Context: an optimization exercise on an open-source flow, tuned for small area, a short achievable clock period and few clock cycles per item. The choices shown serve that exercise and are no tape-out recipe.
Where RTL was checked, it was by simulation tests only, not by an equivalence proof against the original.
For runs 3 and 4, only the layout was checked, not whether the RTL still works.
No activity file was given, so power comes from the tool's default toggle rates.

[flow/flow/run.sh]
#!/bin/bash
# Layout flow: the standard synthesis, then the combinational logic is
# mapped again by ABC for delay (the registers stay as the standard synthesis
# made them, with the same names and cells), then the standard ORFS layout
# with the port buffers made of plain buf_1 cells.
set -euo pipefail
WORK=$(pwd)
R=$WORK/orfs/results/sky130hd/zone_map_range_pruner/base
PORTBUF="BUFFER_PORTS_ARGS=-buffer_cell sky130_fd_sc_hd__buf_1"
DELAY_PS=$(cat flow/abc_delay_ps)
ABC_SCRIPT="+strash;dch,-f;map,-D,$DELAY_PS;topo;buffer,-p;upsize,-D,$DELAY_PS;dnsize,-D,$DELAY_PS"
if [[ -f flow/abc_script ]]; then ABC_SCRIPT=$(sed "s/DELAY_PS/$DELAY_PS/g" flow/abc_script); fi

# 1. standard synthesis, up to the Yosys netlist
bash standard.sh "$PORTBUF" "$R/1_2_yosys.v" > standard_synth.log 2>&1
cp "$R/1_2_yosys.v" "$R/1_2_yosys_standard.v"

# 2. map the combinational logic again, registers kept as they are
LIB=$FLOW_HOME/platforms/sky130hd/lib/sky130_fd_sc_hd__tt_025C_1v80.lib
SEQ=$(grep -oE 'cell \("?sky130_fd_sc_hd__(df|edf|sdf|dl|sdl|ebuf|einv|lpflow|conb)[a-z0-9_]*' "$LIB" \
      | sed 's/cell ("\{0,1\}//' | sort -u | tr '\n' ' ')
DONT=$(sed -n '/^export DONT_USE_CELLS/,/^#/p' "$FLOW_HOME/platforms/sky130hd/config.mk" \
       | grep -oE 'sky130_fd_sc_hd__[a-z0-9_]+' | sort -u | sed 's/^/-dont_use /' | tr '\n' ' ')
if [[ -f flow/extra_dont_use ]]; then
  DONT="$DONT $(sed 's/^/-dont_use /' flow/extra_dont_use | tr '\n' ' ')"
fi
cat > resynth.ys <<EOS
read_liberty -ignore_miss_func $LIB
blackbox $SEQ
read_verilog $R/1_2_yosys_standard.v
hierarchy -top $FLOW_TOP
flatten
opt_clean
abc -liberty $LIB $DONT -script $ABC_SCRIPT
opt_clean -purge
hilomap -singleton -hicell sky130_fd_sc_hd__conb_1 HI -locell sky130_fd_sc_hd__conb_1 LO
splitnets
opt_clean -purge
insbuf -buf sky130_fd_sc_hd__buf_4 A X
select $FLOW_TOP
write_verilog -noattr -noexpr -nohex -nodec -selected $R/1_2_yosys.v
select -clear
stat -liberty $LIB
EOS
yosys -s resynth.ys > resynth.log 2>&1
touch "$R/1_2_yosys.v"

# 3. the standard layout from the new netlist
EXTRA=()
if [[ -f flow/pre_resize.tcl ]]; then EXTRA+=("PRE_RESIZE_TCL=$WORK/flow/pre_resize.tcl"); fi
if [[ -f flow/extra_dont_use ]]; then
  PLAT_DONT=$(sed -n '/^export DONT_USE_CELLS/,/^#/p' "$FLOW_HOME/platforms/sky130hd/config.mk" \
              | grep -oE 'sky130_fd_sc_hd__[a-z0-9_]+' | tr '\n' ' ')
  EXTRA+=("DONT_USE_CELLS=$PLAT_DONT $(tr '\n' ' ' < flow/extra_dont_use)")
fi
if [[ -f flow/make_vars ]]; then while read -r v; do [[ -n "$v" ]] && EXTRA+=("$v"); done < flow/make_vars; fi
bash standard.sh "$PORTBUF" "${EXTRA[@]}" finish > standard_layout.log 2>&1
[flow/flow/abc_delay_ps]
2000
[flow/flow/extra_dont_use]
sky130_fd_sc_hd__clkdlybuf4s15_1
sky130_fd_sc_hd__clkdlybuf4s15_2
sky130_fd_sc_hd__clkdlybuf4s18_1
sky130_fd_sc_hd__clkdlybuf4s18_2
sky130_fd_sc_hd__clkdlybuf4s25_1
sky130_fd_sc_hd__clkdlybuf4s25_2
sky130_fd_sc_hd__clkdlybuf4s50_1
sky130_fd_sc_hd__clkdlybuf4s50_2
sky130_fd_sc_hd__dlygate4sd1_1
sky130_fd_sc_hd__dlygate4sd2_1
sky130_fd_sc_hd__dlygate4sd3_1
sky130_fd_sc_hd__dlymetal6s2s_1
sky130_fd_sc_hd__dlymetal6s4s_1
sky130_fd_sc_hd__dlymetal6s6s_1
[flow/flow/pre_resize.tcl]
set_max_fanout 12 [current_design]
[flow/standard.sh]
#!/bin/bash
# synth_recipe.tcl (not shown) runs the flow's synth.tcl, then flattens the netlist and writes it again
# the make line also repeats each setting of config.mk as NAME=value (left out here)
make -C /OpenROAD-flow-scripts/flow DESIGN_CONFIG=/design/flow/config.mk WORK_HOME=/design/flow/orfs CLKGATE_MAP_FILE= SYNTH_SCRIPT=/design/flow/synth_recipe.tcl "${@:-finish}"
[flow/config.mk]
export PLATFORM = sky130hd
export DESIGN_NAME = zone_map_range_pruner
export DESIGN_NICKNAME = zone_map_range_pruner
export VERILOG_FILES = /design/flow/design.v
export SDC_FILE = /design/flow/constraint.sdc
export NUM_CORES = 4
export LEC_CHECK = 0
export CAP_MARGIN = 20
export CORE_MARGIN = 2
export CORE_UTILIZATION = 40
export SETUP_SLACK_MARGIN = 2.0
export SLEW_MARGIN = 20
[flow/constraint.sdc]
create_clock -name core_clock -period 5.0 [get_ports {clk}]
set_input_delay 1.0000 -clock core_clock [delete_from_list [all_inputs] [get_ports {clk}]]
set_output_delay 1.0000 -clock core_clock [all_outputs]
set_load 0.01 [all_outputs]
[flow/design.v]
`timescale 1ns / 1ps
package zmrp_pkg;
  localparam int KEY_BITS = 64;
  localparam int KEY_W    = 64;
  localparam int PAGE_W   = 32;
  localparam int RCNT_W   = 32;
  localparam int PSUM_W   = 48;
  localparam int REASON_W = 3;
  localparam int DATA_W    = 64;
  localparam int ADDR_W    = 6;
  localparam int REG_IDX_W = 3;
  localparam int QUEUE_DEPTH = 2;
  localparam int QPTR_W      = $clog2(QUEUE_DEPTH);
  localparam int QCNT_W      = $clog2(QUEUE_DEPTH + 1);
  localparam logic [REASON_W-1:0] REASON_PRUNED       = 3'd0;
  localparam logic [REASON_W-1:0] REASON_NO_VERSION   = 3'd1;
  localparam logic [REASON_W-1:0] REASON_NO_SECURITY  = 3'd2;
  localparam logic [REASON_W-1:0] REASON_META_MISSING = 3'd3;
  localparam logic [REASON_W-1:0] REASON_STALE        = 3'd4;
  localparam logic [REASON_W-1:0] REASON_INCOMPATIBLE = 3'd5;
  localparam logic [REASON_W-1:0] REASON_NO_BOUNDS    = 3'd6;
  localparam logic [REASON_W-1:0] REASON_NO_PROOF     = 3'd7;
  localparam logic [REG_IDX_W-1:0] REG_LOWER_KEY    = 3'd0;
  localparam logic [REG_IDX_W-1:0] REG_UPPER_KEY    = 3'd1;
  localparam logic [REG_IDX_W-1:0] REG_LOWER_EN     = 3'd2;
  localparam logic [REG_IDX_W-1:0] REG_UPPER_EN     = 3'd3;
  localparam logic [REG_IDX_W-1:0] REG_LOWER_INCL   = 3'd4;
  localparam logic [REG_IDX_W-1:0] REG_UPPER_INCL   = 3'd5;
  localparam logic [REG_IDX_W-1:0] REG_VERSION_PLAN = 3'd6;
  localparam logic [REG_IDX_W-1:0] REG_SECURE_PLAN  = 3'd7;
  typedef struct packed {
    logic [KEY_W-1:0] lower_bound_key;
    logic [KEY_W-1:0] upper_bound_key;
    logic             lower_enable;
    logic             upper_enable;
    logic             lower_incl;
    logic             upper_incl;
    logic             version_recheck_planned;
    logic             security_recheck_planned;
  } cfg_t;
  typedef struct packed {
    logic                below;           
    logic                above;           
    logic [REASON_W-1:0] meta_code;       
    logic                type_conflict;
    logic [PAGE_W-1:0]   page_span;
  } cls_t;
endpackage
`timescale 1ns / 1ps
import zmrp_pkg::*;
module zmrp_front (
  input  logic [zmrp_pkg::KEY_W-1:0]    ranges_range_min_key,
  input  logic [zmrp_pkg::KEY_W-1:0]    ranges_range_max_key,
  input  logic                          ranges_min_known,
  input  logic                          ranges_max_known,
  input  logic                          ranges_min_incl,
  input  logic                          ranges_max_incl,
  input  logic                          ranges_meta_present,
  input  logic                          ranges_meta_current,
  input  logic                          ranges_pred_compatible,
  input  zmrp_pkg::cfg_t                cfg,
  output logic                          below,
  output logic                          above,
  output logic [zmrp_pkg::REASON_W-1:0] meta_code
);
  function automatic logic lt_or_tie(input logic [KEY_W-1:0] a,
                                     input logic [KEY_W-1:0] b,
                                     input logic             tie);
    logic [KEY_W-1:0] g;
    logic [KEY_W-1:0] p;
    g = b & ~a;
    p = b | ~a;
    for (int s = 1; s < KEY_W; s = s * 2) begin
      for (int i = 0; i < KEY_W; i = i + 2 * s) begin
        g[i+2*s-1] = g[i+2*s-1] | (p[i+2*s-1] & g[i+s-1]);
        p[i+2*s-1] = p[i+2*s-1] & p[i+s-1];
      end
    end
    lt_or_tie = g[KEY_W-1] | (p[KEY_W-1] & tie);
  endfunction
  assign below = lt_or_tie(ranges_range_max_key, cfg.lower_bound_key,
                           !ranges_max_incl || !cfg.lower_incl);
  assign above = lt_or_tie(cfg.upper_bound_key, ranges_range_min_key,
                           !ranges_min_incl || !cfg.upper_incl);
  always_comb begin
    if (!ranges_meta_present) begin
      meta_code = REASON_META_MISSING;
    end else if (!ranges_meta_current) begin
      meta_code = REASON_STALE;
    end else if (!ranges_pred_compatible) begin
      meta_code = REASON_INCOMPATIBLE;
    end else if (!ranges_min_known || !ranges_max_known) begin
      meta_code = REASON_NO_BOUNDS;
    end else begin
      meta_code = REASON_NO_PROOF;
    end
  end
endmodule
`timescale 1ns / 1ps
import zmrp_pkg::*;
module zmrp_queue (
  input  logic            clk,
  input  logic            rst,
  input  logic            in_valid,
  output logic            in_ready,
  input  zmrp_pkg::cls_t  din,
  output logic            out_valid,
  input  logic            out_ready,
  output zmrp_pkg::cls_t  dout
);
  logic           valid;
  zmrp_pkg::cls_t data;
  assign in_ready  = !valid || out_ready;
  assign out_valid = valid;
  assign dout      = data;
  always_ff @(posedge clk) begin
    if (rst) begin
      valid <= 1'b0;
    end else if (in_ready) begin
      valid <= in_valid;
    end
  end
  always_ff @(posedge clk) begin
    if (in_ready) begin
      data <= din;
    end
  end
endmodule
`timescale 1ns / 1ps
import zmrp_pkg::*;
module zmrp_back (
  input  logic                          clk,
  input  logic                          rst,
  input  logic                          in_valid,
  output logic                          in_ready,
  input  zmrp_pkg::cls_t                head,
  input  zmrp_pkg::cfg_t                cfg,
  output logic                          results_valid,
  input  logic                          results_ready,
  output logic                          results_pruned,
  output logic [zmrp_pkg::REASON_W-1:0] results_reason_code,
  output logic [zmrp_pkg::RCNT_W-1:0]   results_ranges_pruned_total,
  output logic [zmrp_pkg::RCNT_W-1:0]   results_ranges_scanned_total,
  output logic [zmrp_pkg::PSUM_W-1:0]   results_pages_pruned_total,
  output logic [zmrp_pkg::PSUM_W-1:0]   results_pages_scanned_total,
  output logic                          results_any_pruned_flag
);
  logic                out_valid;
  logic                pruned;
  logic [REASON_W-1:0] reason_code;
  logic [RCNT_W-1:0]   pruned_range_count;
  logic [RCNT_W-1:0]   scanned_range_count;
  logic [PSUM_W-1:0]   pruned_page_sum;
  logic [PSUM_W-1:0]   scanned_page_sum;
  logic                seen_prune;
  logic                pop;
  logic                to_pruned;
  logic                to_scanned;
  logic [RCNT_W-1:0]   pruned_count_next;
  logic [RCNT_W-1:0]   scanned_count_next;
  logic [PSUM_W-1:0]   pruned_sum_next;
  logic [PSUM_W-1:0]   scanned_sum_next;
  logic                head_pruned;
  logic [REASON_W-1:0] head_reason;
  always_comb begin
    head_pruned = 1'b0;
    if (!cfg.version_recheck_planned) begin
      head_reason = REASON_NO_VERSION;
    end else if (!cfg.security_recheck_planned) begin
      head_reason = REASON_NO_SECURITY;
    end else if (head.meta_code != REASON_NO_PROOF) begin
      head_reason = head.meta_code;
    end else if (!head.type_conflict &&
                 ((cfg.lower_enable && head.below) || (cfg.upper_enable && head.above))) begin
      head_pruned = 1'b1;
      head_reason = REASON_PRUNED;
    end else begin
      head_reason = REASON_NO_PROOF;
    end
  end
  assign in_ready = !out_valid || results_ready;
  assign pop      = in_valid && in_ready;
  assign to_pruned  = pop && head_pruned;
  assign to_scanned = pop && !head_pruned;
  function automatic logic [PSUM_W-1:0] add_sat(input logic [PSUM_W-1:0] q,
                                                input logic [PAGE_W-1:0] a);
    logic [PAGE_W-1:0]      g;
    logic [PAGE_W-1:0]      p;
    logic [PAGE_W-1:0]      x;
    logic [PSUM_W:PAGE_W]   run;
    logic [PSUM_W-1:0]      sum;
    x = q[PAGE_W-1:0] ^ a;
    g = q[PAGE_W-1:0] & a;
    p = q[PAGE_W-1:0] | a;
    for (int s = 1; s < PAGE_W; s = s * 2) begin
      for (int i = 0; i < PAGE_W; i = i + 1) begin
        if ((i & s) != 0) begin
          g[i] = g[i] | (p[i] & g[(i & ~(s - 1)) - 1]);
          p[i] = p[i] & p[(i & ~(s - 1)) - 1];
        end
      end
    end
    sum[0] = x[0];
    for (int i = 1; i < PAGE_W; i = i + 1) begin
      sum[i] = x[i] ^ g[i-1];
    end
    run[PAGE_W] = 1'b1;
    for (int i = PAGE_W; i < PSUM_W; i = i + 1) begin
      run[i+1] = run[i] & q[i];
      sum[i]   = q[i] ^ (g[PAGE_W-1] & run[i]);
    end
    add_sat = sum | {PSUM_W{g[PAGE_W-1] & run[PSUM_W]}};
  endfunction
  always_comb begin
    pruned_count_next  = (pruned_range_count == '1) ? pruned_range_count
                                                    : pruned_range_count + 1'b1;
    scanned_count_next = (scanned_range_count == '1) ? scanned_range_count
                                                     : scanned_range_count + 1'b1;
    pruned_sum_next    = add_sat(pruned_page_sum, head.page_span);
    scanned_sum_next   = add_sat(scanned_page_sum, head.page_span);
  end
  always_ff @(posedge clk) begin
    if (rst) begin
      out_valid           <= 1'b0;
      pruned_range_count  <= '0;
      scanned_range_count <= '0;
      pruned_page_sum     <= '0;
      scanned_page_sum    <= '0;
      seen_prune          <= 1'b0;
    end else begin
      if (in_ready) begin
        out_valid <= in_valid;
      end
      if (to_pruned) begin
        pruned_range_count <= pruned_count_next;
        pruned_page_sum    <= pruned_sum_next;
        seen_prune         <= 1'b1;
      end
      if (to_scanned) begin
        scanned_range_count <= scanned_count_next;
        scanned_page_sum    <= scanned_sum_next;
      end
    end
  end
  always_ff @(posedge clk) begin
    if (pop) begin
      pruned      <= head_pruned;
      reason_code <= head_reason;
    end
  end
  assign results_valid                = out_valid;
  assign results_pruned               = pruned;
  assign results_reason_code          = reason_code;
  assign results_ranges_pruned_total  = pruned_range_count;
  assign results_ranges_scanned_total = scanned_range_count;
  assign results_pages_pruned_total   = pruned_page_sum;
  assign results_pages_scanned_total  = scanned_page_sum;
  assign results_any_pruned_flag      = seen_prune;
endmodule
`timescale 1ns / 1ps
import zmrp_pkg::*;
module zone_map_range_pruner (
  input  logic                          clk,
  input  logic                          rst,
  input  logic                          psel,
  input  logic                          penable,
  input  logic                          pwrite,
  input  logic [zmrp_pkg::ADDR_W-1:0]   paddr,
  input  logic [zmrp_pkg::DATA_W-1:0]   pwdata,
  output logic [zmrp_pkg::DATA_W-1:0]   prdata,
  output logic                          pready,
  input  logic                          ranges_valid,
  output logic                          ranges_ready,
  input  logic [zmrp_pkg::KEY_W-1:0]    ranges_range_min_key,
  input  logic [zmrp_pkg::KEY_W-1:0]    ranges_range_max_key,
  input  logic                          ranges_min_known,
  input  logic                          ranges_max_known,
  input  logic                          ranges_min_incl,
  input  logic                          ranges_max_incl,
  input  logic                          ranges_type_conflict,
  input  logic                          ranges_meta_present,
  input  logic                          ranges_meta_current,
  input  logic                          ranges_pred_compatible,
  input  logic [zmrp_pkg::PAGE_W-1:0]   ranges_page_span,
  output logic                          results_valid,
  input  logic                          results_ready,
  output logic                          results_pruned,
  output logic [zmrp_pkg::REASON_W-1:0] results_reason_code,
  output logic [zmrp_pkg::RCNT_W-1:0]   results_ranges_pruned_total,
  output logic [zmrp_pkg::RCNT_W-1:0]   results_ranges_scanned_total,
  output logic [zmrp_pkg::PSUM_W-1:0]   results_pages_pruned_total,
  output logic [zmrp_pkg::PSUM_W-1:0]   results_pages_scanned_total,
  output logic                          results_any_pruned_flag
);
  zmrp_pkg::cfg_t       cfg;
  logic                 cfg_wr;
  logic [REG_IDX_W-1:0] reg_idx;
  logic [7:0]           rd_sel;
  zmrp_pkg::cls_t       cls;
  zmrp_pkg::cls_t       head;
  logic                 head_valid;
  logic                 head_ready;
  assign pready  = 1'b1;
  assign cfg_wr  = psel && penable && pwrite;
  assign reg_idx = paddr[ADDR_W-1:3];
  always_ff @(posedge clk) begin
    if (rst) begin
      cfg <= '0;
    end else if (cfg_wr) begin
      case (reg_idx)
        REG_LOWER_KEY:    cfg.lower_bound_key          <= pwdata[KEY_W-1:0];
        REG_UPPER_KEY:    cfg.upper_bound_key          <= pwdata[KEY_W-1:0];
        REG_LOWER_EN:     cfg.lower_enable             <= pwdata[0];
        REG_UPPER_EN:     cfg.upper_enable             <= pwdata[0];
        REG_LOWER_INCL:   cfg.lower_incl               <= pwdata[0];
        REG_UPPER_INCL:   cfg.upper_incl               <= pwdata[0];
        REG_VERSION_PLAN: cfg.version_recheck_planned  <= pwdata[0];
        REG_SECURE_PLAN:  cfg.security_recheck_planned <= pwdata[0];
        default:          cfg                          <= cfg;
      endcase
    end
  end
  always_ff @(posedge clk) begin
    rd_sel <= 8'b1 << reg_idx;
  end
  always_comb begin
    prdata    = ({DATA_W{rd_sel[REG_LOWER_KEY]}} & DATA_W'(cfg.lower_bound_key)) |
                ({DATA_W{rd_sel[REG_UPPER_KEY]}} & DATA_W'(cfg.upper_bound_key));
    prdata[0] = prdata[0] |
                (rd_sel[REG_LOWER_EN]     && cfg.lower_enable) |
                (rd_sel[REG_UPPER_EN]     && cfg.upper_enable) |
                (rd_sel[REG_LOWER_INCL]   && cfg.lower_incl) |
                (rd_sel[REG_UPPER_INCL]   && cfg.upper_incl) |
                (rd_sel[REG_VERSION_PLAN] && cfg.version_recheck_planned) |
                (rd_sel[REG_SECURE_PLAN]  && cfg.security_recheck_planned);
  end
  zmrp_front u_front (
    .ranges_range_min_key   (ranges_range_min_key),
    .ranges_range_max_key   (ranges_range_max_key),
    .ranges_min_known       (ranges_min_known),
    .ranges_max_known       (ranges_max_known),
    .ranges_min_incl        (ranges_min_incl),
    .ranges_max_incl        (ranges_max_incl),
    .ranges_meta_present    (ranges_meta_present),
    .ranges_meta_current    (ranges_meta_current),
    .ranges_pred_compatible (ranges_pred_compatible),
    .cfg                    (cfg),
    .below                  (cls.below),
    .above                  (cls.above),
    .meta_code              (cls.meta_code)
  );
  assign cls.type_conflict = ranges_type_conflict;
  assign cls.page_span   = ranges_page_span;
  zmrp_queue u_queue (
    .clk       (clk),
    .rst       (rst),
    .in_valid  (ranges_valid),
    .in_ready  (ranges_ready),
    .din       (cls),
    .out_valid (head_valid),
    .out_ready (head_ready),
    .dout      (head)
  );
  zmrp_back u_back (
    .clk                          (clk),
    .rst                          (rst),
    .in_valid                     (head_valid),
    .in_ready                     (head_ready),
    .head                         (head),
    .cfg                          (cfg),
    .results_valid                (results_valid),
    .results_ready                (results_ready),
    .results_pruned               (results_pruned),
    .results_reason_code          (results_reason_code),
    .results_ranges_pruned_total  (results_ranges_pruned_total),
    .results_ranges_scanned_total (results_ranges_scanned_total),
    .results_pages_pruned_total   (results_pages_pruned_total),
    .results_pages_scanned_total  (results_pages_scanned_total),
    .results_any_pruned_flag      (results_any_pruned_flag)
  );
endmodule
==> results of run 1 <==
worst reg2reg max path: stages (launching register included):
cell and delay (ns):
edfxtp_1 0.41, buf_2 0.16, nor2_4 0.12, a21oi_2 0.04
nand2_1 0.07, nand2_2 0.07, nand2_2 0.06, nand2_2 0.05
nand2_2 0.09, nand2_4 0.07, nand2_4 0.07, o21bai_4 0.07
a21oi_4 0.17, nor2_1 0.07, nand2_1 0.09, nand2_2 0.08
nand2_2 0.08, nand2_4 0.07, a211oi_4 0.28, buf_6 0.14
nor2_4 0.03, buf_8 0.14, buf_6 0.11, nand3_4 0.06
nand3b_4 0.22, o21ai_1 0.09
layout make-up:
class / instances / area [um^2]
timing repair buffer: 663 / 2920
multi-input combinational: 1558 / 8970
antenna: 13 / 32.5
clock inverter: 16 / 156
fill: 4536 / 22500
clock buffer: 64 / 1350
inverter: 406 / 1530
sequential: 347 / 7370
tap: 600 / 751
through the flow:
step                setup WS (ns)  total power [mW]
global placement             1.33              3.54
CTS                          1.93              6.95
detailed placement          0.278              3.57
floorplan                    2.10              3.35
finish                       1.97              6.93
global route                 1.76              7.18
routing by layer:
| layer | share of wire [%] | routed length, um |
|---|---|---|
| met5 | 0.088 | 58 |
| met4 | 3.1 | 2060 |
| met3 | 7.3 | 4780 |
| met2 | 50 | 32600 |
| met1 | 40 | 26100 |
registers in the layout, indices dropped and copies added, names as in the netlist, 3 cells and up:
| register | count |
|---|---|
| cfg | 134 |
| u_back.pruned_page_sum | 48 |
| u_back.scanned_page_sum | 48 |
| u_queue.data | 38 |
| u_back.pruned_range_count | 32 |
| u_back.scanned_range_count | 32 |
| rd_sel | 8 |
| u_back.reason_code | 3 |
path summary, 6_finish.rpt:
check                                               start                                      end  slack, ns  cells past startpoint
setup / recovery                u_queue.data[1]$_DFFE_PP_   u_back.pruned_page_sum[2]$_SDFFE_PP0P_       1.97                     25
hold / removal    u_back.pruned_page_sum[41]$_SDFFE_PP0P_  u_back.pruned_page_sum[41]$_SDFFE_PP0P_       0.46                      1
setup reg to reg                u_queue.data[1]$_DFFE_PP_   u_back.pruned_page_sum[2]$_SDFFE_PP0P_       1.97                     25
hold reg to reg   u_back.pruned_page_sum[41]$_SDFFE_PP0P_  u_back.pruned_page_sum[41]$_SDFFE_PP0P_       0.46                      1
timing repair:
item                       in CTS  in global routing
pin swaps                      26                 74
setup endpoints to repair     283                167
gates cloned                    1                  0
resized for setup             135                186
setup buffers                  50                 43
power by group through the flow:
stage,combinational (mW),sequential (mW),clock (mW)
2_1_floorplan,0.382,2.97,0
3_3_place_gp,0.559,2.98,0
3_5_place_dp,0.591,2.98,0
4_1_cts,0.649,2.92,3.38
5_1_grt,0.766,2.93,3.48
6_report,0.695,2.92,3.31
==> flow_summary.yaml, run 1 <==
status:
  status: "timing/DRC/antenna clean"
sta:
  fmax_ghz: 0.330
  final.setup_skew_ns: 0.0178
  relSlewSlack_pct: 29.7
  period_needed_ns: 3.03
  setup_viol: 0
  hold-worst-slack_ns: 0.462
  min_period_over_period_pct: 60.6
  tightest_slew_ns: 1.06
  tns_ns: 0
  rsz0062_at_grt: "yes"
  finalMaxSlewViolations: 0
  hold_viol: 0
grt:
  antenna_found_initial: 14
  grt_max_degree: 13
  grt-busiest-layer: "met2"
  grt.met1_usage_pct: 30.0
  grt_usage_pct: 25.9
  grt_use_met2_pct: 45.4
  first_global_vias: 18184
  use_met3_pct: 6.57
  grt_pass1_wl_um: 97900
  grt.overflow.total: 0
logic_synthesis:
  syn_area_per_cell_um2: 7.30
  ys_warn_count: 4
  synthesis.instances: 2544
  syn_area_mm2: 0.0186
  synth_nets: 2789
finish:
  drive_gt1_share_pct: 12.3
  final_common_cell: "buf_1"
  fin_cells: 3667
  layout_common_cells: "buf_1 (533), inv_1 (396), nor2_1 (353), dfxtp_1 (302), o21ai_0 (217)"
  final_area_mm2: 0.0231
  area_delta_synth_final_pct: 24.4
  nets: 3264
  utilization_pct: 50.7
place:
  placed_cell_area_mm2: 0.0200
  dp.cells: 3480
  portBuffers: 472
  place_hpwl_um: 50500
  gp_congestion: 0.965
pwr:
  seqPwrFrac_pct: 42.2
  p_clk_share_pct: 47.7
  combPwrFrac_pct: 10.0
  p_sw_mw: 1.81
  leakage_nw: 8.77
  swShare_pct: 26.1
  ir_drop_mv: 0.280
  internal_power_mw: 5.12
  power_density_mw_per_mm2: 300
cts:
  htreeDepth: 2
  numClockSinks: 347
  clk_pin_slew_ns: 0.06
  cts_tree: "built"
  tritoncts.num_buffers: 43
  clk_path_buf_depth: 3
  postCtsHoldBufs: 0
  cts-root-buf: "clkbuf_16"
  worst_skew_pair.late_latency_ns: 0.58
worst_setup_path:
  crit_family: "simple AND/OR/NAND/NOR gates"
  worstSetupStartpointType: "flop"
  cpMostUsedCell: "nand2_2"
  cp_max_fo: 7
  crit_type: "flop to flop"
  path_buf_inv: 4
  cpMaxStageDelayCell: "edfxtp_1"
  critPathRequiredTime_ns: 5.45
  crit_arrival_ns: 3.48
  worstSetupEndpointType: "flop"
  cpPeakStageDelay_ns: 0.41
drt:
  wl_per_cell_um: 17.9
  drc: 0
  routed_wl_um: 65600
  ant_nets: 0
  viasPerCell: 5.27
  vias: 19324
  drtPass1Iterations: 5
  drt-initial-drc-count: 1058
floorplan:
  row_count: 78
  die_area_mm2: 0.0481
  die_h_um: 219
  initial_core_util_pct: 40.7
  design.core.area_mm2: 0.0456
  io_pins: 477
  die_w_um: 219
job:
  drv_cap: 0
hold_path:
  min_path_type: "flop to flop"
Testbench counts, summed over its fixed seeds: cycles 16,064, items 16,000.
==> run 2: changes to the inputs <==
==> flow/flow/abc_delay_ps (replaced) <==
1200
==> flow_summary.yaml, run 2 <==
sta:
  finalMaxSlewViolations: 0
  hold-worst-slack_ns: 0.471
  rsz0062_at_grt: "yes"
  final.setup_skew_ns: 0.0325
  min_period_over_period_pct: 58.8
  relSlewSlack_pct: 40.4
  tns_ns: 0
  period_needed_ns: 2.94
  fmax_ghz: 0.340
  hold_viol: 0
  setup_viol: 0
  tightest_slew_ns: 0.894
logic_synthesis:
  synthesis.instances: 2789
  ys_warn_count: 4
  synth_nets: 3034
  syn_area_per_cell_um2: 7.27
  syn_area_mm2: 0.0203
drt:
  vias: 21341
  drt-initial-drc-count: 1503
  drtPass1Iterations: 5
  drc: 0
  routed_wl_um: 71800
  ant_nets: 0
  viasPerCell: 5.48
  wl_per_cell_um: 18.5
worst_setup_path:
  critPathRequiredTime_ns: 4.00
  crit_arrival_ns: 1.94
  r2r_end: "u_back.pruned_page_sum[15]$_SDFFE_PP0P_"
  r2r-start: "u_queue.data[0]$_DFFE_PP_"
  rrSetupSlack_ns: 2.20
  crit_type: "flop to output port"
  worstSetupEndpointType: "output port"
  worstSetupStartpointType: "flop"
  rr_worst_depth: 13
  cp_max_fo: 12
pwr:
  p_sw_mw: 1.94
  finalPower_mw: 6.97
  swShare_pct: 27.8
  internal_power_mw: 5.03
  seqPwrFrac_pct: 42.8
  p_clk_share_pct: 45.1
  combPwrFrac_pct: 12.0
  power_density_mw_per_mm2: 298
  ir_drop_mv: 0.198
  leakage_nw: 8.70
finish:
  area_delta_synth_final_pct: 15.4
  final_common_cell: "buf_1"
  drive_gt1_share_pct: 7.49
  final_area_mm2: 0.0234
  n_fill_cell: 5260
  regMostFlops: "cfg"
  layout_common_cells: "buf_1 (519), inv_1 (379), dfxtp_1 (305), nand2_1 (299), nor2_1 (236)"
  largest_reg_flops: 134
  nets: 3418
  utilization_pct: 46.8
  largestRegisters: "cfg x134, u_back.pruned_page_sum x48, u_back.scanned_page_sum x48"
job:
  drv_cap: 0
hold_path:
  min_to: "u_back.seen_prune$_SDFFE_PP0P_"
  min-delay-start: "u_back.seen_prune$_SDFFE_PP0P_"
  min_path_type: "flop to flop"
  hold_depth: 2
cts:
  clk_pin_slew_ns: 0.06
  tritoncts.num_buffers: 43
  cts_tree: "built"
  numClockSinks: 347
  worst_skew_pair.late_latency_ns: 0.58
  clk_path_buf_depth: 3
  cts-root-buf: "clkbuf_16"
  htreeDepth: 2
status:
  status: "timing/DRC/antenna clean"
place:
  place_hpwl_um: 56900
  gp_congestion: 0.985
  portBuffers: 472
  placed_cell_area_mm2: 0.0218
grt:
  grt_max_degree: 13
  grt_usage_pct: 26.3
  grt_pass1_wl_um: 110000
  first_global_vias: 19933
  antenna_found_initial: 18
  grt.overflow.total: 0
floorplan:
  die_area_mm2: 0.0525
  initial_core_util_pct: 40.5
  io_pins: 477
  die_h_um: 229
  design.core.area_mm2: 0.0501
  die_w_um: 229
  row_count: 82
## run 2: cell count changes in the layout (fill, tap and decap cells not counted), sizes merged, moves of 45 or more
cell / delta
buf: -79
nand4: +96
nand2: +80
nor2: -118
nand3: +122
a221oi: -45
## run 2: what timing repair did
item                                    in CTS  in global routing
resized for setup                           41                 24
pin swaps                                    0                  1
hold buffers                                 0                  0
endpoints found under the setup margin     278                133
setup buffers                                0                  7
## run 2: final cells by class
| type | count | area [um^2] | share of cell area, % |
|---|---|---|---|
| Antenna cell | 13 | 32.5 | 0.139 |
| Tap cell | 672 | 841 | 3.59 |
| Clock buffer | 59 | 1250 | 5.33 |
| Timing Repair Buffer | 582 | 2310 | 9.87 |
| Clock inverter | 19 | 165 | 0.705 |
| Sequential cell | 347 | 7370 | 31.5 |
| Inverter | 390 | 1470 | 6.29 |
| Multi-Input combinational cell | 1809 | 9970 | 42.6 |
## run 2: worst max-delay path by stage
stage,startpoint,endpoint,cells after the start
after global routing,ranges_range_max_key[31],u_queue.data[37]$_DFFE_PP_,12
after global placement,results_ready,u_back.scanned_page_sum[10]$_SDFFE_PP0P_,7
after detailed placement,results_ready,u_back.pruned_page_sum[37]$_SDFFE_PP0P_,14
after CTS,ranges_range_max_key[31],u_queue.data[37]$_DFFE_PP_,12
after floorplan,results_ready,ranges_ready,2
final,rd_sel[0]$_SDFF_PP0_,prdata[48],5
## run 2: per-layer routing
metal	track usage [%]	vias to the layer above	wire length [um]
met3	6.41	162	5840
met4	11.5	12	3030
li1	-	10390	-
met1	32.9	9997	29800
met5	0	-	76
met2	43.1	780	33100
## run 2: power by group through the flow
stage | Sequential [mW] | Combinational [mW] | Clock (mW)
3_5_place_dp | 3.04 | 0.819 | 0
3_3_place_gp | 3.04 | 0.781 | 0
5_1_grt | 3.00 | 0.937 | 3.33
2_1_floorplan | 3.02 | 0.580 | 0
4_1_cts | 2.98 | 0.827 | 3.22
6_report | 2.99 | 0.840 | 3.15
## run 2: critical path, cell delays in order (launching register included)
cell and delay, ns:
dfxtp_1 0.32, inv_2 0.12, buf_2 0.24, buf_2 0.34
o22ai_1 0.18, clkbuf_2 0.18
## run 2: through the flow
step,worst slack (ns),instances
6_report,2.06,3891
5_1_grt,1.98,3890
4_1_cts,2.01,3871
3_5_place_dp,0.524,3793
3_3_place_gp,1.33,3706
2_1_floorplan,2.05,2789
==> run 3: changes to the inputs <==
--- a/flow/design.v
+++ b/flow/design.v
@@ -295,7 +295,6 @@
   zmrp_pkg::cfg_t       cfg;
   logic                 cfg_wr;
   logic [REG_IDX_W-1:0] reg_idx;
-  logic [7:0]           rd_sel;
   zmrp_pkg::cls_t       cls;
   zmrp_pkg::cls_t       head;
   logic                 head_valid;
@@ -321,18 +320,16 @@
     end
   end
   always_ff @(posedge clk) begin
-    rd_sel <= 8'b1 << reg_idx;
-  end
-  always_comb begin
-    prdata    = ({DATA_W{rd_sel[REG_LOWER_KEY]}} & DATA_W'(cfg.lower_bound_key)) |
-                ({DATA_W{rd_sel[REG_UPPER_KEY]}} & DATA_W'(cfg.upper_bound_key));
-    prdata[0] = prdata[0] |
-                (rd_sel[REG_LOWER_EN]     && cfg.lower_enable) |
-                (rd_sel[REG_UPPER_EN]     && cfg.upper_enable) |
-                (rd_sel[REG_LOWER_INCL]   && cfg.lower_incl) |
-                (rd_sel[REG_UPPER_INCL]   && cfg.upper_incl) |
-                (rd_sel[REG_VERSION_PLAN] && cfg.version_recheck_planned) |
-                (rd_sel[REG_SECURE_PLAN]  && cfg.security_recheck_planned);
+    case (reg_idx)
+      REG_LOWER_KEY:    prdata <= DATA_W'(cfg.lower_bound_key);
+      REG_UPPER_KEY:    prdata <= DATA_W'(cfg.upper_bound_key);
+      REG_LOWER_EN:     prdata <= {{(DATA_W-1){1'b0}}, cfg.lower_enable};
+      REG_UPPER_EN:     prdata <= {{(DATA_W-1){1'b0}}, cfg.upper_enable};
+      REG_LOWER_INCL:   prdata <= {{(DATA_W-1){1'b0}}, cfg.lower_incl};
+      REG_UPPER_INCL:   prdata <= {{(DATA_W-1){1'b0}}, cfg.upper_incl};
+      REG_VERSION_PLAN: prdata <= {{(DATA_W-1){1'b0}}, cfg.version_recheck_planned};
+      default:          prdata <= {{(DATA_W-1){1'b0}}, cfg.security_recheck_planned};
+    endcase
   end
   zmrp_front u_front (
     .ranges_range_min_key   (ranges_range_min_key),
--- a/flow/flow/run.sh
+++ b/flow/flow/run.sh
@@ -8,8 +8,6 @@
 R=$WORK/orfs/results/sky130hd/zone_map_range_pruner/base
 PORTBUF="BUFFER_PORTS_ARGS=-buffer_cell sky130_fd_sc_hd__buf_1"
 DELAY_PS=$(cat flow/abc_delay_ps)
-ABC_SCRIPT="+strash;dch,-f;map,-D,$DELAY_PS;topo;buffer,-p;upsize,-D,$DELAY_PS;dnsize,-D,$DELAY_PS"
-if [[ -f flow/abc_script ]]; then ABC_SCRIPT=$(sed "s/DELAY_PS/$DELAY_PS/g" flow/abc_script); fi
 
 # 1. standard synthesis, up to the Yosys netlist
 bash standard.sh "$PORTBUF" "$R/1_2_yosys.v" > standard_synth.log 2>&1
@@ -31,7 +29,7 @@
 hierarchy -top $FLOW_TOP
 flatten
 opt_clean
-abc -liberty $LIB $DONT -script $ABC_SCRIPT
+abc -liberty $LIB $DONT -script +strash;dch,-f;map,-D,$DELAY_PS;topo;buffer,-p;upsize,-D,$DELAY_PS;dnsize,-D,$DELAY_PS
 opt_clean -purge
 hilomap -singleton -hicell sky130_fd_sc_hd__conb_1 HI -locell sky130_fd_sc_hd__conb_1 LO
 splitnets
==> flow/flow/abc_delay_ps (replaced) <==
1500
==> flow_summary.yaml, run 3 <==
grt:
  antenna_found_initial: 9
  grt_max_degree: 14
  grt_usage_pct: 24.4
  grt_pass1_wl_um: 104000
  first_global_vias: 19331
  grt.overflow.total: 0
floorplan:
  die_w_um: 231
  initial_core_util_pct: 40.4
  die_area_mm2: 0.0534
  row_count: 83
  design.core.area_mm2: 0.0511
  io_pins: 477
  die_h_um: 231
drt:
  drt-initial-drc-count: 1376
  viasPerCell: 5.32
  ant_nets: 0
  vias: 20542
  drc: 0
  drtPass1Iterations: 5
  routed_wl_um: 68300
  wl_per_cell_um: 17.7
worst_setup_path:
  cpMaxStageDelayCell: "a221oi_1"
  cpPeakStageDelay_ns: 0.46
  critPathRequiredTime_ns: 5.30
  path_buf_inv: 1
  worstSetupEndpointType: "flop"
  crit_family: "compound AO/OA/AOI/OAI gates"
  crit_type: "input port to flop"
  cp_cell_sequence: "buf_1, nor2_1, a21oi_1, a221oi_1, o21ai_0, a22oi_1, nor2_1, o21ai_0, o2111ai_1, o211ai_1, o211ai_1, o2111ai_1, nand4_1"
  worstSetupStartpointType: "input port"
  crit_arrival_ns: 3.20
  cp_max_fo: 2
sta:
  setup_viol: 0
  finalMaxSlewViolations: 0
  min_period_over_period_pct: 58.2
  hold_viol: 0
  tns_ns: 0
  rsz0062_at_grt: "yes"
  fmax_ghz: 0.344
  relSlewSlack_pct: 34.2
  period_needed_ns: 2.91
  setup_ws_ns: 2.09
  final.setup_skew_ns: 0.0195
  tightest_slew_ns: 0.963
logic_synthesis:
  syn_area_per_cell_um2: 7.55
  ys_warn_count: 4
  synth_nets: 2978
  syn_area_mm2: 0.0206
  synthesis.instances: 2733
pwr:
  power_density_mw_per_mm2: 324
  ir_drop_mv: 0.254
  leakage_nw: 9.20
finish:
  fin_cells: 3863
  area_delta_synth_final_pct: 17.5
  n_fill_cell: 5238
  nets: 3385
  final_common_cell: "buf_1"
  layout_common_cells: "buf_1 (534), inv_1 (396), dfxtp_1 (360), nor2_1 (279), nand2_1 (272)"
  regMostFlops: "cfg"
  drive_gt1_share_pct: 7.74
  largestRegisters: "cfg x134, prdata x64"
  largest_reg_flops: 134
  final_area_mm2: 0.0242
  utilization_pct: 47.4
status:
  status: "timing/DRC/antenna clean"
place:
  placed_cell_area_mm2: 0.0221
  place_hpwl_um: 53400
  dp.cells: 3748
  portBuffers: 472
  gp_congestion: 0.913
  pre_cts_slack_ns: 0.0488
hold_path:
  min_path_type: "flop to flop"
cts:
  tritoncts.num_buffers: 47
  numClockSinks: 403
  cts-root-buf: "clkbuf_16"
  clk_pin_slew_ns: 0.06
  postCtsHoldBufs: 0
  htreeDepth: 2
  cts_tree: "built"
  clk_path_buf_depth: 3
  worst_skew_pair.late_latency_ns: 0.58
job:
  drv_cap: 0
run 3: worst paths after layout:
path                                   from                              to  slack (ns)  cells after the start
max                 ranges_range_min_key[0]      u_queue.data[36]$_DFFE_PP_        2.09                     13
min          u_back.seen_prune$_SDFFE_PP0P_  u_back.seen_prune$_SDFFE_PP0P_        0.47                      2
max reg2reg             cfg[6]$_SDFFE_PP0P_      u_queue.data[36]$_DFFE_PP_        2.11                     13
min reg2reg  u_back.seen_prune$_SDFFE_PP0P_  u_back.seen_prune$_SDFFE_PP0P_        0.47                      2
run 3: where the power goes:
group	internal, mW	switching [mW]
registers	3.35	0.0851
clock network	2.09	1.43
logic	0.316	0.593
run 3: area by class of cell:
cell class / instances / area, um^2 / area share [%]
multi-input combinational: 1677 / 9310 / 38.4
sequential: 403 / 8490 / 35.0
timing repair buffer: 605 / 2450 / 10.1
inverter: 406 / 1530 / 6.32
clock buffer: 69 / 1390 / 5.74
tap: 680 / 851 / 3.51
clock inverter: 19 / 193 / 0.795
antenna: 4 / 10.0 / 0.0413
run 3: repair_timing:
action	in CTS	in global routing
gates resized for setup	58	58
buffers inserted	6	17
pin swaps	4	10
setup endpoints to repair	239	155
run 3: per-layer routing:
layer / global-route usage [%] / vias to the layer above / part of all wire [%]
li1: - / 10112 / -
met1: 29.6 / 9544 / 41
met2: 41.5 / 749 / 47
met3: 6.79 / 127 / 9.0
met4: 8.29 / 10 / 3.1
met5: 0 / - / 0.094
run 3: tightest hold or removal path, cell delays in order, from the launching register on:
cell and delay, ns:
dfxtp_1 0.32, nor2_1 0.05, nor2_1 0.07
run 3: stage by stage:
step / hold WS, ns / total power [mW]
final: 0.474 / 7.86
after global routing: 0.491 / 8.17
after CTS: 0.471 / 7.88
after detailed placement: 0.454 / 4.35
after global placement: 0.440 / 4.29
after floorplan: 0.426 / 4.08
==> run 4: changes to the inputs <==
--- a/flow/config.mk
+++ b/flow/config.mk
@@ -8,5 +8,5 @@
 export CAP_MARGIN = 20
 export CORE_MARGIN = 2
 export CORE_UTILIZATION = 40
-export SETUP_SLACK_MARGIN = 2.0
+export SETUP_SLACK_MARGIN = 2.4
 export SLEW_MARGIN = 20
==> flow_summary.yaml, run 4 <==
grt:
  first_global_vias: 19926
  grt.overflow.total: 0
  grt_max_degree: 15
  grt_usage_pct: 25.5
  antenna_found_initial: 11
  grt_pass1_wl_um: 108000
floorplan:
  design.core.area_mm2: 0.0511
  io_pins: 477
  die_w_um: 231
  die_h_um: 231
  initial_core_util_pct: 40.4
  row_count: 83
  die_area_mm2: 0.0534
pwr:
  p_clk_share_pct: 44.6
  leakage_nw: 9.87
  seqPwrFrac_pct: 42.5
  swShare_pct: 27.3
  ir_drop_mv: 0.268
  internal_power_mw: 5.87
  finalPower_mw: 8.07
  power_density_mw_per_mm2: 314
  combPwrFrac_pct: 12.9
  p_sw_mw: 2.20
logic_synthesis:
  synth_nets: 2978
  syn_area_per_cell_um2: 7.55
  synthesis.instances: 2733
  syn_area_mm2: 0.0206
  ys_warn_count: 4
sta:
  hold_viol: 0
  tightest_slew_ns: 1.02
  hold-worst-slack_ns: 0.463
  final.setup_skew_ns: 0.0275
  fmax_ghz: 0.375
  rsz0062_at_grt: "yes"
  period_needed_ns: 2.66
  setup_viol: 0
  relSlewSlack_pct: 32.2
  finalMaxSlewViolations: 0
  min_period_over_period_pct: 53.3
finish:
  largest_reg_flops: 134
  drive_gt1_share_pct: 13.1
  n_fill_cell: 5086
  area_delta_synth_final_pct: 24.4
  layout_common_cells: "buf_1 (552), inv_1 (386), dfxtp_1 (348), nor2_1 (259), nand2_1 (254)"
  nets: 3475
  final_area_mm2: 0.0256
  final_common_cell: "buf_1"
  regMostFlops: "cfg"
  largestRegisters: "cfg x134, prdata x64"
  seq_area_mm2: 0.00851
  utilization_pct: 50.2
  multi_input_area_mm2: 0.00995
drt:
  wl_per_cell_um: 18.3
  drt-initial-drc-count: 1240
  drtPass1Iterations: 6
  ant_nets: 0
  viasPerCell: 5.36
  routed_wl_um: 72200
  drc: 0
  vias: 21181
place:
  placed_cell_area_mm2: 0.0221
  portBuffers: 472
  gp_congestion: 0.920
  place_hpwl_um: 54500
worst_setup_path:
  cpMaxStageDelayCell: "edfxtp_1"
  worstSetupStartpointType: "flop"
  cpMostUsedCell: "nand2_2"
  cp_max_fo: 4
  crit_arrival_ns: 3.15
  cpPeakStageDelay_ns: 0.34
  critPathRequiredTime_ns: 5.49
  worstSetupEndpointType: "flop"
  cp_cell_sequence: "buf_2, nand2_2, a21oi_2, nand2_1, nand2_2, a21oi_4, nor3_4, nand3_2, a41oi_2, o21ai_4, nand4_2, nand4_4, buf_6, buf_8, buf_6, nand2_2, o211ai_1, a31oi_1"
  crit_type: "flop to flop"
cts:
  clk_pin_slew_ns: 0.06
  cts_tree: "built"
  cts-root-buf: "clkbuf_16"
  htreeDepth: 2
  tritoncts.num_buffers: 47
  postCtsHoldBufs: 0
  clk_path_buf_depth: 3
  worst_skew_pair.late_latency_ns: 0.60
  numClockSinks: 403
hold_path:
  min_path_type: "flop to flop"
job:
  drv_cap: 0
status:
  status: "timing/DRC/antenna clean"
==> run 4: timing repair <==
action,CTS,global route
pin swaps,37,81
endpoints found under the setup margin,280,219
setup buffers,57,59
gates resized for setup,184,210
gates cloned,0,3
==> run 4: final timing paths <==
path,to,depth (start not counted),startpoint,slack (ns)
setup / recovery,u_back.scanned_page_sum[41]$_SDFFE_PP0P_,18,u_queue.data[0]$_DFFE_PP_,2.34
setup reg to reg,u_back.scanned_page_sum[41]$_SDFFE_PP0P_,18,u_queue.data[0]$_DFFE_PP_,2.34
hold reg to reg,u_back.scanned_page_sum[34]$_SDFFE_PP0P_,1,u_back.scanned_page_sum[34]$_SDFFE_PP0P_,0.46
hold / removal,u_back.scanned_page_sum[34]$_SDFFE_PP0P_,1,u_back.scanned_page_sum[34]$_SDFFE_PP0P_,0.46
==> run 4: metal layers <==
layer  vias to the layer above  wire, um  track usage (%)
li1                      10307         -                -
met1                      9903     28200             29.6
met2                       778     34200             43.7
met3                       175      6540             7.78
met4                        18      3020             10.5
met5                         -       134                0
==> run 4: critical path: cells and delay by family (launching register included) <==
family          cells  cell delay (ns)
compound gates      6             0.88
buf+inv             4             0.55
simple gates        8             0.78
flops               1             0.34
==> run 4: power groups by stage <==
stage	clock network (mW)	registers, mW	logic, mW
floorplan	0	3.47	0.606
global placement	0	3.50	0.797
detailed placement	0	3.50	0.844
CTS	3.66	3.43	0.941
global route	3.78	3.44	1.14
finish	3.60	3.43	1.04
==> run 4: stage by stage <==
| step | setup TNS [ns] | cells | setup slack [ns] |
|---|---|---|---|
| floorplan | 0 | 2733 | 2.40 |
| global placement | 0 | 3652 | 1.48 |
| detailed placement | -0.0672 | 3742 | -0.0198 |
| CTS | 0 | 3882 | 2.34 |
| global route | 0 | 3945 | 2.22 |
| finish | 0 | 3949 | 2.34 |
==> run 4: final cells by class <==
type / instances / area share [%]
Multi-Input combinational cell: 1677 / 38.8
Sequential cell: 403 / 33.2
Timing Repair Buffer: 695 / 12.4
Inverter: 406 / 6.00
Clock buffer: 64 / 5.32
Tap cell: 680 / 3.32
Clock inverter: 19 / 0.980
Antenna cell: 5 / 0.0488

## static timing again, ports no longer ideal
Ports are ideal in the flow. The routed layouts listed here were re-timed in OpenROAD.
Step 1 assumes that a clkbuf_16 drives the clock port and a buf_2 every other input.
Step 2 moves the port delays by t, midway between the first and last clock arrival at a register: inputs arrive t later, outputs are due t later. That takes back most of the time a late clock gives input paths.
Three values: ideal, step 1, step 2; two values: the first two.
run | t (ns) | setup slack, ns | pins driven straight from the clock port
run 1 | 0.626 | 1.971 / 1.971 / 1.483 | 1
run 2 | 0.619 | 2.061 / 2.001 / 1.511 | 1
run 3 | 0.632 | 2.092 / 2.106 / 1.495 | 1
run 4 | 0.649 | 2.337 / 2.337 / 1.762 | 1
After both steps setup and hold are still met in every run listed. The setup slack of run 3, which loses most, moves by +0.014 ns with the drivers and by -0.597 ns with both steps.
